What follows belongs to an exercise in optimizing a design on an open flow for small area, a short achievable clock period and few clock cycles per item; a production flow would make more cautious choices.
Function was checked by simulation only, so behaviour that the tests miss may differ from the original.
Power is estimated from default activity; no workload was simulated.

**flow/design.v**
```verilog
package spsg_pkg;
	localparam int Channels = 12;
	localparam int FrameLen = 24;
	localparam logic signed [7:0] PosLimit = 8'sd100;
	localparam logic [15:0] LinkBit = 16'h0040;
	localparam logic [1:0] CfgStagger = 2'd0;
	localparam logic [1:0] CfgCentre = 2'd1;
	localparam logic [1:0] CfgGap = 2'd2;
	typedef struct packed {
		logic action;
		logic [7:0] channel;
		logic signed [15:0] position;
	} req_t;
	typedef struct packed {
		logic [15:0] pin_word;
		logic [15:0] duration;
		logic [4:0] command_index;
	} res_t;
	typedef enum logic [2:0] {
		ST_IDLE,
		ST_SORT,
		ST_EMIT,
		ST_OUT
	} state_t;
	function automatic logic [3:0] chan_map(input logic [3:0] ch);
		logic [3:0] r;
		begin
			case (ch)
				4'd0: r = 4'd11;
				4'd1: r = 4'd10;
				4'd2: r = 4'd9;
				4'd3: r = 4'd8;
				4'd4: r = 4'd7;
				4'd5: r = 4'd6;
				4'd6: r = 4'd5;
				4'd7: r = 4'd4;
				4'd8: r = 4'd0;
				4'd9: r = 4'd1;
				4'd10: r = 4'd2;
				4'd11: r = 4'd3;
				default: r = 4'd0;
			endcase
			chan_map = r;
		end
	endfunction
	function automatic logic [15:0] pin_bit(input logic [3:0] idx);
		logic [3:0] sh;
		begin
			sh = (idx < 4'd4) ? idx : idx + 4'd4;
			pin_bit = 16'd1 << sh;
		end
	endfunction
	function automatic logic [15:0] sat_dur(input logic signed [17:0] d);
		begin
			if (d < 18'sd1) sat_dur = 16'd1;
			else if (d > 18'sd65535) sat_dur = 16'hFFFF;
			else sat_dur = d[15:0];
		end
	endfunction
endpackage
module spsg_sorter (
	input logic clk,
	input logic arst_n,
	input logic go,
	input logic [spsg_pkg::Channels-1:0][13:0] len,
	output logic done,
	output logic [spsg_pkg::Channels-1:0][3:0] order
);
	logic [3:0] i_q;
	logic [3:0] j_q;
	logic busy_q;
	logic signed [13:0] lv;
	logic signed [13:0] lp;
	logic shift;
	assign lv = len[i_q];
	assign lp = len[order[j_q - 4'd1]];
	assign shift = (j_q != 4'd0) && (lp > lv);
	always_ff @(posedge clk or negedge arst_n) begin
		if (!arst_n) begin
			busy_q <= 1'b0;
			i_q <= '0;
			j_q <= '0;
			done <= 1'b0;
			for (int i = 0; i < spsg_pkg::Channels; i++) order[i] <= '0;
		end else begin
			done <= 1'b0;
			if (go) begin
				busy_q <= 1'b1;
				i_q <= '0;
				j_q <= '0;
			end else if (busy_q) begin
				if (shift) begin
					order[j_q] <= order[j_q - 4'd1];
					j_q <= j_q - 4'd1;
				end else begin
					order[j_q] <= i_q;
					if (i_q == 4'(spsg_pkg::Channels - 1)) begin
						busy_q <= 1'b0;
						done <= 1'b1;
					end else begin
						i_q <= i_q + 4'd1;
						j_q <= i_q + 4'd1;
					end
				end
			end
		end
	end
endmodule
module servo_pulse_schedule_generator (
	input logic clk,
	input logic arst_n,
	input logic start,
	output logic busy,
	input spsg_pkg::req_t req,
	output logic done,
	output spsg_pkg::res_t res,
	input logic cfg_we,
	input logic [1:0] cfg_index,
	input logic [15:0] cfg_data
);
	localparam int Ch = spsg_pkg::Channels;
	logic [7:0] stagger_q;
	logic [11:0] centre_q;
	logic [15:0] gap_q;
	logic signed [7:0] pos_q [Ch];
	logic [31:0] table_q [spsg_pkg::FrameLen];
	logic [4:0] next_q;
	logic [4:0] cmd_q;
	logic [15:0] acc_q;
	logic [4:0] k_q;
	logic [31:0] rd_q;
	logic out_q;
	logic done_q;
	spsg_pkg::res_t res_q;
	spsg_pkg::state_t state_q, state_d;
	logic [Ch-1:0][13:0] len;
	logic [Ch-1:0][3:0] order;
	logic sort_go, sort_done;
	logic [3:0] ord_k, ord_n;
	logic signed [17:0] dur_d;
	logic [15:0] pins_d;
	logic [15:0] acc_d;
	logic signed [15:0] clamp;
	logic take_adv;
	assign take_adv = (state_q == spsg_pkg::ST_IDLE) && start && req.action;
	always_comb begin
		for (int i = 0; i < Ch; i++) len[i] = $signed({2'b0, centre_q}) + 14'(pos_q[i]);
	end
	spsg_sorter u_sort (
		.clk(clk), .arst_n(arst_n), .go(sort_go), .len(len), .done(sort_done), .order(order)
	);
	always_comb begin
		logic [15:0] pb;
		logic signed [17:0] st;
		ord_k = (k_q < 5'd12) ? k_q[3:0] : 4'(k_q - 5'd12);
		ord_n = (ord_k == 4'd11) ? 4'd11 : ord_k + 4'd1;
		pb = spsg_pkg::pin_bit(order[ord_k]);
		st = 18'($signed({1'b0, stagger_q}));
		acc_d = (k_q < 5'd12) ? (acc_q | pb) : (acc_q & ~pb);
		pins_d = acc_d | spsg_pkg::LinkBit;
		if (k_q < 5'd11) dur_d = st;
		else if (k_q == 5'd11) dur_d = 18'($signed(len[order[0]])) - st * 18'sd11;
		else if (k_q < 5'd23) dur_d = 18'($signed(len[order[ord_n]])) - 18'($signed(len[order[ord_k]])) + st;
		else dur_d = 18'($signed({2'b0, gap_q}));
	end
	assign clamp = req.position > 16'sd100 ? 16'sd100 :
		(req.position < -16'sd100 ? -16'sd100 : req.position);
	always_comb begin
		state_d = state_q;
		sort_go = 1'b0;
		case (state_q)
			spsg_pkg::ST_IDLE: begin
				if (start && req.action) state_d = spsg_pkg::ST_OUT;
			end
			spsg_pkg::ST_OUT: begin
				if (next_q == 5'd0) begin
					sort_go = 1'b1;
					state_d = spsg_pkg::ST_SORT;
				end else state_d = spsg_pkg::ST_IDLE;
			end
			spsg_pkg::ST_SORT: if (sort_done) state_d = spsg_pkg::ST_EMIT;
			spsg_pkg::ST_EMIT: if (k_q == 5'd23) state_d = spsg_pkg::ST_IDLE;
			default: state_d = spsg_pkg::ST_IDLE;
		endcase
	end
	assign busy = (state_q != spsg_pkg::ST_IDLE);
	always_ff @(posedge clk or negedge arst_n) begin
		if (!arst_n) begin
			state_q <= spsg_pkg::ST_OUT;
			next_q <= '0;
			cmd_q <= '0;
			acc_q <= '0;
			k_q <= '0;
			stagger_q <= 8'd15;
			centre_q <= 12'd300;
			gap_q <= 16'd3000;
			for (int i = 0; i < Ch; i++) pos_q[i] <= '0;
		end else begin
			state_q <= state_d;
			if (cfg_we) begin
				case (cfg_index)
					spsg_pkg::CfgStagger: stagger_q <= cfg_data[7:0];
					spsg_pkg::CfgCentre: centre_q <= cfg_data[11:0];
					spsg_pkg::CfgGap: gap_q <= cfg_data;
					default: ;
				endcase
			end
			if (state_q == spsg_pkg::ST_IDLE && start) begin
				if (!req.action && req.channel < 8'(Ch))
					pos_q[spsg_pkg::chan_map(req.channel[3:0])] <= clamp[7:0];
				if (req.action) begin
					cmd_q <= next_q;
					next_q <= (next_q == 5'd23) ? 5'd0 : next_q + 5'd1;
				end
			end
			if (state_q == spsg_pkg::ST_SORT) k_q <= '0;
			if (state_q == spsg_pkg::ST_EMIT) begin
				acc_q <= acc_d;
				k_q <= (k_q == 5'd23) ? 5'd0 : k_q + 5'd1;
			end
		end
	end
	always_ff @(posedge clk) begin
		if (state_q == spsg_pkg::ST_EMIT) table_q[k_q] <= {pins_d, spsg_pkg::sat_dur(dur_d)};
		if (take_adv) rd_q <= table_q[next_q];
	end
	always_ff @(posedge clk or negedge arst_n) begin
		if (!arst_n) begin
			out_q <= 1'b0;
			done_q <= 1'b0;
			res_q <= '0;
		end else begin
			out_q <= take_adv;
			done_q <= out_q;
			if (out_q) res_q <= {rd_q, cmd_q};
		end
	end
	assign done = done_q;
	assign res = res_q;
endmodule
```
**flow/constraint.sdc**
```tcl
create_clock -name core_clock -period 10.0 [get_ports {clk}]
set_input_delay 2.0000 -clock core_clock [delete_from_list [all_inputs] [get_ports {clk}]]
set_output_delay 2.0000 -clock core_clock [all_outputs]
set_load 0.01 [all_outputs]
```
**flow/run.sh**
```bash
#!/bin/bash
# synth_recipe.tcl (not shown) runs the flow's synth.tcl, then flattens the netlist and writes it again
# the make line also repeats each setting of config.mk as NAME=value (left out here)
make -C /OpenROAD-flow-scripts/flow DESIGN_CONFIG=/design/flow/config.mk WORK_HOME=/design/flow/orfs CLKGATE_MAP_FILE= SYNTH_SCRIPT=/design/flow/synth_recipe.tcl finish
```
**flow/config.mk**
```make
export PLATFORM = sky130hd
export DESIGN_NAME = servo_pulse_schedule_generator
export DESIGN_NICKNAME = servo_pulse_schedule_generator
export VERILOG_FILES = /design/flow/design.v
export SDC_FILE = /design/flow/constraint.sdc
export NUM_CORES = 4
export LEC_CHECK = 0
export CAP_MARGIN = 20
export CORE_MARGIN = 2
export CORE_UTILIZATION = 40
export SLEW_MARGIN = 20
```
==> flow_metrics.env <==
export IMPL_status="complete, no violations"
export IMPL_crit_end="table_q[11][0]$_DFFE_PP_"
export IMPL_p_clk_share_pct=20.2
export IMPL_ir_drop_mv=0.1847
export IMPL_setup_tns_ns=0
export IMPL_place_hpwl_um=120800
export IMPL_fin_nets=4945
export IMPL_ctsResizeCount=0
export IMPL_power_share_switching_pct=40.83
export IMPL_p_int_w=0.01129
export IMPL_syn_to_final_growth_pct=11.28
export IMPL_yosysSeqAreaShare_pct=50.81
export IMPL_crit_path_start="k_q[2]$_DFFE_PN0P_"
export IMPL_ios=86
export IMPL_initial_utilization_pct=40.28
export IMPL_synth_seq_cells=1036
export IMPL_combPwrFrac_pct=51.0
export IMPL_min_period_over_period_pct=88.09
export IMPL_p_sw_w=0.007791
export IMPL_clock_sinks=1036
export IMPL_port_buffers=85
export IMPL_rsz0062_at_grt="false"
export IMPL_first_global_vias=38957
export IMPL_antenna_left=0
export IMPL_criticalPathCategory="flop to flop"
export IMPL_finalSetupViolations=0
export IMPL_final_cell_mix="775 x edfxtp_1, 383 x nand2_1, 323 x mux4_2, 295 x nor2_1, 288 x o21ai_0"
export IMPL_slew_headroom_pct=17.50
export IMPL_r2r_start="k_q[2]$_DFFE_PN0P_"
export IMPL_cts_buffers=106
export IMPL_cp_arrival_ns=9.31
export IMPL_synth_edf_count=775
export IMPL_cts_root_buf="clkbuf_16"
export IMPL_crit_fanout=41
export IMPL_netlist_instances=4584
export IMPL_r2r_cells=27
export IMPL_fp_dieH_um=387.1
export IMPL_ys_types=114
export IMPL_first_iter_violations=4125
export IMPL_min_delay_start="rd_q[20]$_DFFE_PP_"
export IMPL_p_per_area_nw_per_um2=292.1
export IMPL_grt_antenna_before_repair=2
export IMPL_yosysWarningCount=3
export IMPL_cts_tree="done"
export IMPL_skew_ns=0.08175
export IMPL_clock_latency_ns=0.76
export IMPL_die_area_um2=149800
export IMPL_gp_congestion=0.9544
export IMPL_cp_slowest_cell="o31ai_1"
export IMPL_final_common_cell="edfxtp_1"
export IMPL_postSynth_asyncResetShare_pct=25.19
export IMPL_htree_levels=3
export IMPL_syn_num_nets=4901
export IMPL_finalHoldViolations=0
export IMPL_clk_pin_slew_ns=0.06
export IMPL_layout_drive_gt1_share_pct=18.70
export IMPL_synth_flop_cell="edfxtp_1"
export IMPL_viasPerCell=6.043
export IMPL_clock_tree_buffer_depth=3
export IMPL_cp_end_kind="flop"
export IMPL_wl_um=177400
export IMPL_cp_slowest_stage_delay_ns=0.86
export IMPL_pwr_share_seq_pct=28.8
export IMPL_cts_repair_timing_setup_buffer_count=0
export IMPL_core_um2=145700
export IMPL_final_area_um2=65320
export IMPL_die_w_um=387.1
export IMPL_placed_cell_area_um2=61900
export IMPL_worst_slew_pin_slew_ns=1.229
export IMPL_routedWlPerCell_um=26.74
export IMPL_grt_overflow=0
export IMPL_dr_pass1_iters=5
export IMPL_cp_common_cell="inv_1"
export IMPL_grt_max_degree=144
export IMPL_hold_buffers=0
export IMPL_syn_area_um2=58700
export IMPL_grt_pass1_wl_um=261000
export IMPL_hold_class="flop to flop"
export IMPL_drcViolationCount=0
export IMPL_grt_use_total_pct=23.35
export IMPL_r2r_slack_ns=1.19
export IMPL_reg2reg_to="table_q[11][0]$_DFFE_PP_"
export IMPL_maxCapViolations=0
export IMPL_synth_avg_cell_area_um2=12.81
export IMPL_slew_viol_final=0
export IMPL_dr_total_vias=40100
export IMPL_rows=140
export IMPL_cp_data_required_time_ns=10.50
export IMPL_min_period_ns=8.809
export IMPL_worstSetupStartpointType="flop"
export IMPL_fmax_ghz=0.1135
export IMPL_leakage_nw=24.56
==> cell families (layout without fill, tap and decap cells) <==
kind of cell               after synthesis  after routing  share of synthesized area, %
AOI/OAI and AO/OA                     1071           1071                         11.85
xor gates and xnor gates               170            170                         2.562
adders and majority gates              270            270                         6.087
buffers and inverters                  388            521                         2.777
DFF                                   1036           1036                         50.81
muxes                                  633            633                         18.10
other                                    0              2                             0
and+or+nand+nor                       1016           1016                         7.812
==> critical path, delay by kind of cell, from the launching register on <==
kind,cells,cell delay [ns]
and+or+nand+nor,5,1.08
buffers and inverters,4,1.09
adders and majority gates,3,1.11
DFF,1,0.73
xor gates and xnor gates,1,0.16
AOI/OAI and AO/OA,14,4.37
==> power by group through the flow <==
| stage | clock network, W | logic (W) | registers, W |
|---|---|---|---|
| 3_3_place_gp | 0 | 0.00953 | 0.00558 |
| 3_5_place_dp | 0 | 0.00961 | 0.00558 |
| 5_1_grt | 0.00410 | 0.0106 | 0.00553 |
| 2_1_floorplan | 0 | 0.00708 | 0.00538 |
| 4_1_cts | 0.00394 | 0.00965 | 0.00550 |
| 6_report | 0.00386 | 0.00973 | 0.00549 |
==> flip-flops by register name, indices dropped and copies added, names as in the netlist <==
name           flops
acc_q             15
centre_q          12
cmd_q              5
done_q             1
gap_q             16
k_q                5
next_q             5
out_q              1
pos_q             96
rd_q              31
res_q             37
stagger_q          8
state_q            2
table_q          744
u_sort.busy_q      1
u_sort.done        1
u_sort.i_q         4
u_sort.j_q         4
u_sort.order      48
==> layout make-up <==
cell class	instances	area, um2
Multi-Input combinational cell	3160	27480
Tap cell	1917	2399
Antenna cell	2	5.005
Clock buffer	140	2872
Inverter	138	518.0
Fill cell	13193	80420
Timing Repair Buffer	186	1684
Sequential cell	1036	29840
Clock inverter	57	526.8
==> per-stage QoR <==
| step | hold WS [ns] | std cells | worst slack, ns | utilization (%) | total power [W] |
|---|---|---|---|---|---|
| detailed placement | 0.4505 | 6437 | 1.289 | 42.48 | 0.01519 |
| CTS | 0.4481 | 6634 | 1.261 | 44.81 | 0.01908 |
| global placement | 0.4500 | 6434 | 1.309 | 42.45 | 0.01510 |
| floorplan | 0.3519 | 4584 | 2.692 | - | 0.01247 |
| global route | 0.4848 | 6634 | 0.5636 | 44.82 | 0.02021 |
| finish | 0.4539 | 6636 | 1.191 | 44.82 | 0.01908 |
==> cells in the mapped netlist (22+ instances only) <==
cell type | count | area, um2
a31oi_1 | 25 | 156.4
nand2b_1 | 41 | 256.5
a21o_1 | 60 | 450.4
mux2_2 | 172 | 1937
mux4_2 | 323 | 7274
nand2_1 | 383 | 1438
edfxtp_1 | 775 | 23270
xor2_1 | 61 | 534.3
clkbuf_1 | 142 | 533.0
nor2b_1 | 52 | 325.3
buf_1 | 33 | 123.9
buf_2 | 52 | 260.3
xnor2_1 | 107 | 937.2
nor2_1 | 313 | 1175
and2_1 | 24 | 150.1
a211oi_1 | 87 | 653.1
o21bai_1 | 22 | 165.2
o21a_1 | 28 | 210.2
and3_1 | 24 | 150.1
nor3_1 | 47 | 235.2
mux2i_1 | 134 | 1341
o211ai_1 | 72 | 540.5
ha_1 | 244 | 3053
o21ai_0 | 290 | 1451
inv_1 | 134 | 503.0
fa_1 | 26 | 520.5
a21oi_1 | 285 | 1426
dfrtp_1 | 244 | 6106
nand3_1 | 49 | 245.2
==> how the worst min path moves through the flow <==
| stage | end | cells after the start |
|---|---|---|
| floorplan | done_q$_DFF_PN0_ | 0 |
| detailed placement | res_q[27]$_DFFE_PN0P_ | 1 |
| global route | res_q[6]$_DFFE_PN0P_ | 1 |
| global placement | res_q[27]$_DFFE_PN0P_ | 1 |
| finish | res_q[25]$_DFFE_PN0P_ | 1 |
| CTS | res_q[25]$_DFFE_PN0P_ | 1 |
==> per-layer routing <==
layer | global-route usage [%] | routed length (um)
met5 | 0 | 0
met2 | 38.43 | 84480
met4 | 7.116 | 5535
met3 | 4.210 | 14200
met1 | 31.50 | 73230
Testbench counts, summed over its fixed seeds: cycles 10,867, requests 2,976.

re-timing with driven ports:
How much do the figures lean on ideal ports? The routed layout below was timed once more, with nothing changed but the port constraints. Step 1 sets driving cells, clkbuf_16 on the clock port and buf_2 on the other inputs (assumed; they add their load-dependent delay and slew). Step 2, shift: input delay + t, output delay - t, t = (earliest + latest rising clock arrival at the registers) / 2. This alone moves slack from input paths to output paths. Slacks: ideal / step 1 / step 2; pairs: ideal / step 1.
t (ns): 0.793
setup slack, ns: 1.191 / 1.191 / 1.191
worst setup path at the end: register to register
After both steps setup and hold are still met in this run. For this run, drivers alone change the setup slack by 0.000 ns; drivers and shift together by 0.000 ns.
